Context: an optimization exercise on an open-source flow, tuned for small area, a short achievable clock period and few clock cycles per item. The choices shown serve that exercise and are no tape-out recipe.
At most, simulation tests tie the RTL to the original design; equivalence was not proved.
No activity file was given, so power comes from the tool's default toggle rates.

Design multichannel_to_mono_pcm16_unit, start of the top module:
module multichannel_to_mono_pcm16_unit (
    input  wire         i_clk,
    input  wire         i_rst_n,
    input  wire         i_cfg_we,
    input  wire [0:0]   i_cfg_index,
    input  wire [3:0]   i_cfg_data,
    input  wire         i_in_valid,
    output logic        o_in_ready,
    input  wire  [31:0] i_sample_bits,
    input  wire         i_silent,
    input  wire         i_packet_last,
    output logic        o_out_valid,
    input  wire         i_out_ready,
    output logic signed [15:0] o_mono_sample,
    output logic        o_packet_end
);
For scale: ~1200 cells after synthesis.
==> flow/config.mk <==
export PLATFORM = sky130hd
export DESIGN_NAME = multichannel_to_mono_pcm16_unit
export DESIGN_NICKNAME = multichannel_to_mono_pcm16_unit
export VERILOG_FILES = /design/flow/design.v
export SDC_FILE = /design/flow/constraint.sdc
export NUM_CORES = 4
export LEC_CHECK = 0
export CAP_MARGIN = 20
export CORE_MARGIN = 2
export CORE_UTILIZATION = 60
export CTS_BUF_LIST = sky130_fd_sc_hd__clkbuf_4 sky130_fd_sc_hd__clkbuf_8
export SLEW_MARGIN = 20
==> flow/constraint.sdc <==
create_clock -name core_clock -period 10.0 [get_ports {i_clk}]
set_input_delay 2.0000 -clock core_clock [delete_from_list [all_inputs] [get_ports {i_clk}]]
set_output_delay 2.0000 -clock core_clock [all_outputs]
set_load 0.01 [all_outputs]
standard.sh (not shown) runs the stock make flow with config.mk's settings and CLKGATE_MAP_FILE= SYNTH_SCRIPT=/design/flow/synth_recipe.tcl, a recipe that flattens the netlist after the stock synthesis.
==> flow/flow/run.sh <==
#!/bin/bash
# The standard layout, with the port buffers made of buf_2 cells instead of the default
# delay buffer: every input and output port still gets its own buffer.
set -euo pipefail
bash standard.sh finish "BUFFER_PORTS_ARGS=-buffer_cell sky130_fd_sc_hd__buf_2" > standard_flow.log 2>&1
Next try:
--- a/flow/design.v
+++ b/flow/design.v
@@ -202,85 +202,85 @@
             p_nm1  <= r_nm1;
         end
     end
     assign p_hx  = {p_hi, p_b[27:24]} ^ {11{p_bs}};
     assign p_sat = (p_hx[10:3] != 8'd0) || (p_hx[2:0] > p_nm1);
     logic [28:0] ys;
     logic [18:0] x;
     logic [17:0] xm;
     logic [17:0] p_m;
     logic [1:0]  p_k;
     logic        p_d1;
-    logic [1:0]  p_dsel;         
+    logic [2:0]  p_dsel;         
     logic        fast;
     mcmono_add #(.W(29)) u_y_add (
         .i_a  ({p_b[27], p_b}),
         .i_b  ({{16{~p_b[27]}}, ~p_b[27:15]}),
         .i_ci (p_cy),
         .o_s  (ys),
         .o_co ()
     );
     assign x  = ys[27:9];
     always_comb begin
         case (p_nm1)
             3'd1, 3'd5: p_k = 2'd1;
             3'd3:       p_k = 2'd2;
             3'd7:       p_k = 2'd3;
             default:    p_k = 2'd0;
         endcase
         case (p_nm1)
             3'd0, 3'd1, 3'd3, 3'd7: p_d1 = 1'b1;
             default:                p_d1 = 1'b0;
         endcase
         case (p_nm1)
-            3'd4:    p_dsel = 2'd1;
-            3'd6:    p_dsel = 2'd2;
-            default: p_dsel = 2'd0;
+            3'd4:    p_dsel = 3'b010;
+            3'd6:    p_dsel = 3'b100;
+            default: p_dsel = 3'b001;
         endcase
     end
     assign xm   = x[17:0] ^ {18{p_bs}};
     assign fast = p_zero || p_sat || p_d1;
     assign p_m  = p_zero ? 18'd0 :
                   p_sat  ? {3'd0, 14'h3FFF, !p_bs} :
                   (!p_d1 && (p_k == 2'd1)) ? {1'b0, xm[17:1]} : xm;
     logic        o_valid;
     logic        o_busy;
     logic [14:0] o_sh;
     logic        o_sign;
     logic        o_pend;
     logic [2:0]  o_rem;
-    logic [1:0]  o_dsel;
+    logic [2:0]  o_dsel;         
     logic [2:0]  o_cnt;
     logic [1:0]  o_k;
     logic [17:0] o_m;
     logic [14:0] o_q;
     logic        out_take;
     assign out_take = !o_busy && (!o_valid || i_out_ready);
     assign p_move   = p_valid && out_take;
-    function automatic logic [3:0] dstep(input logic [1:0] ds, input logic [2:0] r,
+    function automatic logic [3:0] dstep(input logic [2:0] ds, input logic [2:0] r,
                                          input logic b);
-        logic [3:0] t;
         logic       q3, q5, q7;
         logic [2:0] r3, r5, r7;
-        t  = {r, b};
-        q3 = (t >= 4'd3);
-        q5 = (t >= 4'd5);
-        q7 = (t >= 4'd7);
-        r3 = q3 ? 3'(t - 4'd3) : t[2:0];
-        r5 = q5 ? 3'(t - 4'd5) : t[2:0];
-        r7 = q7 ? 3'(t - 4'd7) : t[2:0];
-        case (ds)
-            2'd1:    dstep = {q5, r5};
-            2'd2:    dstep = {q7, r7};
-            default: dstep = {q3, r3};
-        endcase
+        q3    = r[1] | (r[0] & b);
+        r3[2] = 1'b0;
+        r3[1] = (r[0] & ~b) | (r[1] & b);
+        r3[0] = (~r[1] & ~r[0] & b) | (r[1] & ~b);
+        q5    = r[2] | (r[1] & r[0]) | (r[1] & b);
+        r5[2] = (~r[2] & r[1] & ~r[0] & ~b) | (r[2] & b);
+        r5[1] = (~r[2] & ~r[1] & r[0]) | (r[1] & r[0] & b) | (r[2] & ~b);
+        r5[0] = (~r[2] & ~r[1] & b) | (r[1] & r[0] & ~b) | (r[2] & ~b);
+        q7    = r[2] | (r[1] & r[0] & b);
+        r7[0] = b ^ q7;
+        r7[1] = r[0] ^ (q7 & b);
+        r7[2] = r[1] ^ (q7 & r[0] & b);
+        dstep = ({4{ds[0]}} & {q3, r3}) | ({4{ds[1]}} & {q5, r5}) | ({4{ds[2]}} & {q7, r7});
     endfunction
     logic [3:0] ds0, ds1, ds2;
     assign ds0 = dstep(o_dsel, o_rem, o_sh[14]);
     assign ds1 = dstep(o_dsel, ds0[2:0], o_sh[13]);
     assign ds2 = dstep(o_dsel, ds1[2:0], o_sh[12]);
     always_ff @(posedge i_clk) begin
         if (!i_rst_n) begin
             o_valid <= 1'b0;
             o_busy  <= 1'b0;
         end else if (p_move) begin
             o_pend <= p_pend;
@@ -335,40 +335,50 @@
                 bad_n = i_cfg_data[1];
             end else begin
                 nm1_n = (i_cfg_data == 4'd0) ? 3'd0 :
                         (i_cfg_data > 4'd8)  ? 3'd7 : 3'(i_cfg_data - 4'd1);
             end
             pos_n = 3'd0;
         end else if (accept) begin
             pos_n = last ? 3'd0 : r_pos + 3'd1;
         end
         count_n = r_count + {1'b0, commit} - {1'b0, xfer};
     end
+    logic nl_acc;
+    logic nl_cfg;
+    logic notlast_n;
+    logic cnt2_n;
+    logic ready_n;
+    assign nl_acc    = last ? (r_nm1 != 3'd0) : (r_pos + 3'd1 != r_nm1);
+    assign nl_cfg    = i_cfg_index[0] ? (i_cfg_data[3:1] != 3'd0) : (r_nm1 != 3'd0);
+    assign notlast_n = i_cfg_we ? nl_cfg : (accept ? nl_acc : !last);
+    assign cnt2_n    = !xfer && (r_count[1] || (r_count[0] && accept && last));
+    assign ready_n   = !cnt2_n || notlast_n;
     always_ff @(posedge i_clk) begin
         if (!i_rst_n) begin
             r_int   <= 1'b0;
             r_bad   <= 1'b0;
             r_nm1   <= 3'd1;
             r_pos   <= 3'd0;
             r_fsil  <= 1'b0;
             r_fpend <= 1'b0;
             r_count <= 2'd0;
             r_ready <= 1'b1;
             p_valid <= 1'b0;
         end else begin
             r_int   <= int_n;
             r_bad   <= bad_n;
             r_nm1   <= nm1_n;
             r_pos   <= pos_n;
             r_count <= count_n;
-            r_ready <= (count_n < 2'd2) || (pos_n != nm1_n);
+            r_ready <= ready_n;
             if (i_cfg_we || (accept && last)) begin
                 r_fsil  <= 1'b0;
                 r_fpend <= 1'b0;
             end else if (accept) begin
                 r_fsil  <= r_fsil || i_silent;
                 r_fpend <= r_fpend || i_packet_last;
             end
             if (v_last) begin
                 p_valid <= 1'b1;
             end else if (p_move) begin
                 p_valid <= 1'b0;
- The new run went through all stages and came out clean
- non-clock buffer count stays the same
- wire length decreases slightly
- maximum frequency increases by a little under a tenth
- synthesized area decreases slightly
- core utilization decreases by 0.44 points
- setup slack gets better by 390 ps
- critical path depth decreases by 8
- worst hold slack gets worse by 27 ps
- clock-buffer cell count decreases by 4
- clock skew decreases by 4.0 ps
- clock power barely changes
- register-to-register slack gets better by 390 ps
- global-route usage increases by 0.31 points
Testbench counts after the change, summed over its fixed seeds: cycles 14,010, frames 3,072.
For the first run of this note, only the layout was checked, not whether the RTL still works.


the previous run:
Another version of the RTL of multichannel_to_mono_pcm16_unit (not shown whole).
For scale: roughly 1300 cells after synthesis, roughly 150 flip-flops, roughly 63 I/O pins, about 0.012 sq mm of cells after synthesis.
export LEC_CHECK = 0
export CAP_MARGIN = 20
export CORE_MARGIN = 2
export CORE_UTILIZATION = 60
export CTS_BUF_LIST = sky130_fd_sc_hd__clkbuf_4 sky130_fd_sc_hd__clkbuf_8
export SLEW_MARGIN = 20
create_clock -name core_clock -period 10.0 [get_ports {i_clk}]
run.sh (not shown) runs the stock make flow with config.mk's settings and CLKGATE_MAP_FILE= SYNTH_SCRIPT=/design/flow/synth_recipe.tcl, a recipe that flattens the netlist after the stock synthesis.
Stock flow here: none of the scripts above is used.
Input-level comparison between the current run and the previous run:
-- flow/design.v --
<<< the previous run, line 119
    assign f_big = (e >= 8'd134) && !((e == 8'hFF) && (i_sample_bits[22:0] != 23'd0));
    assign f_inr = (e >= 8'd103) && (e <= 8'd133);
    always_comb begin
        case (e[4:0])
            5'd0: f_sh = 5'd5;
            5'd1: f_sh = 5'd4;
            5'd2: f_sh = 5'd3;
            5'd3: f_sh = 5'd2;
            5'd4: f_sh = 5'd1;
            5'd5: f_sh = 5'd0;
            5'd6: f_sh = 5'd31;
            5'd7: f_sh = 5'd30;
            5'd8: f_sh = 5'd29;
            5'd9: f_sh = 5'd28;
            5'd10: f_sh = 5'd27;
            5'd11: f_sh = 5'd26;
            5'd12: f_sh = 5'd25;
            5'd13: f_sh = 5'd24;
            5'd14: f_sh = 5'd23;
            5'd15: f_sh = 5'd22;
            5'd16: f_sh = 5'd21;
            5'd17: f_sh = 5'd20;
            5'd18: f_sh = 5'd19;
            5'd19: f_sh = 5'd18;
            5'd20: f_sh = 5'd17;
            5'd21: f_sh = 5'd16;
            5'd22: f_sh = 5'd15;
            5'd23: f_sh = 5'd14;
            5'd24: f_sh = 5'd13;
            5'd25: f_sh = 5'd12;
            5'd26: f_sh = 5'd11;
            5'd27: f_sh = 5'd10;
            5'd28: f_sh = 5'd9;
            5'd29: f_sh = 5'd8;
            5'd30: f_sh = 5'd7;
            5'd31: f_sh = 5'd6;
            default: f_sh = 5'd0;
        endcase
    end
    assign f_shv = {1'b1, i_sample_bits[22:0], 7'b0} >> f_sh;
    assign f_mag = f_big ? 32'h8000_0000 : (f_inr ? {1'b0, f_shv} : 32'd0);
>>> the current run, line 119
    assign f_big = (e >= 8'd134) && !((e == 8'hFF) && (i_sample_bits[22:0] != 23'd0));
    assign f_inr = (e >= 8'd103) && (e <= 8'd133);
    assign f_sh  = 5'd5 - e[4:0];                        
    assign f_shv = {1'b1, i_sample_bits[22:0], 7'b0} >> f_sh;
    assign f_mag = f_big ? 32'h8000_0000 : (f_inr ? {1'b0, f_shv} : 32'd0);
<<< the previous run, line 166
    logic        v_pend;
    always_ff @(posedge i_clk) begin
        v_op    <= accept ? (r_int ? i_val : f_mag) : 32'd0;
        v_inv   <= accept && !r_int && i_sample_bits[31];
        v_ext   <= accept && (r_int ? i_sample_bits[15] : i_sample_bits[31]);
>>> the current run, line 130
    logic        v_pend;
    always_ff @(posedge i_clk) begin
        v_op    <= accept ? (r_int ? i_val : (f_mag ^ {32{i_sample_bits[31]}})) : 32'd0;
        v_inv   <= accept && !r_int && i_sample_bits[31];
        v_ext   <= accept && (r_int ? i_sample_bits[15] : i_sample_bits[31]);
<<< the previous run, line 184
    logic [3:0]  v_n;
    assign v_n    = {1'b0, r_nm1} + 4'd1;
    assign addend = {{4{v_ext}}, v_op ^ {32{v_inv}}};
    assign acc_in = r_acc;
    mcmono_add #(.W(36)) u_acc_add (
>>> the current run, line 148
    logic [3:0]  v_n;
    assign v_n    = {1'b0, r_nm1} + 4'd1;
    assign addend = {{4{v_ext}}, v_op};
    assign acc_in = r_acc;
    mcmono_add #(.W(36)) u_acc_add (
Findings:
The current run: flow completed, timing, DRC and antenna clean
Higher number of multi-input logic gates was reported by the current run, not the previous run.
The current run against the previous run: highest clock frequency the design can meet saw an increase; actual slew at the worst max-slew pin saw a decrease.
[compare] base=the previous run new=the current run: post-route cell area +about 1.4%, core occupancy in the finished layout -1.1 points.
Relative to the previous run, number of global-route vias before repair decreased by 116 in the current run.
No functional check of the RTL was part of any run of this note.

afterwards: timing with drivers on the ports:
Ports are ideal in the flow. The routed layouts listed here were re-timed in OpenROAD. Step 1 (the two cells are an assumption about what drives the block):
set clk [get_ports {i_clk}]
set_driving_cell -lib_cell sky130_fd_sc_hd__clkbuf_16 $clk
set_driving_cell -lib_cell sky130_fd_sc_hd__buf_2 [delete_from_list [all_inputs] $clk]
Step 2 also shifts input and output timing later by t, the mid clock arrival at the registers, as if the neighbouring blocks saw the same clock. Three values: ideal ports, drivers, drivers and shift; two values: the first two.
run	t, ns	setup slack, ns	worst hold slack (ns)
the first run of note 1	0.494	5.084 / 5.084 / 5.084	0.439 / 0.439 / 0.439
the second run of note 1	0.487	5.473 / 5.473 / 5.374	0.412 / 0.412 / 0.412
the previous run	0.508	4.942 / 4.960 / 4.452	0.412 / 0.412 / 0.412
the current run	0.486	5.117 / 5.117 / 4.764	0.415 / 0.415 / 0.415
After both steps every run listed still meets setup and hold. For the previous run, which loses most, drivers alone change the setup slack by +0.018 ns; drivers and shift together by -0.490 ns.
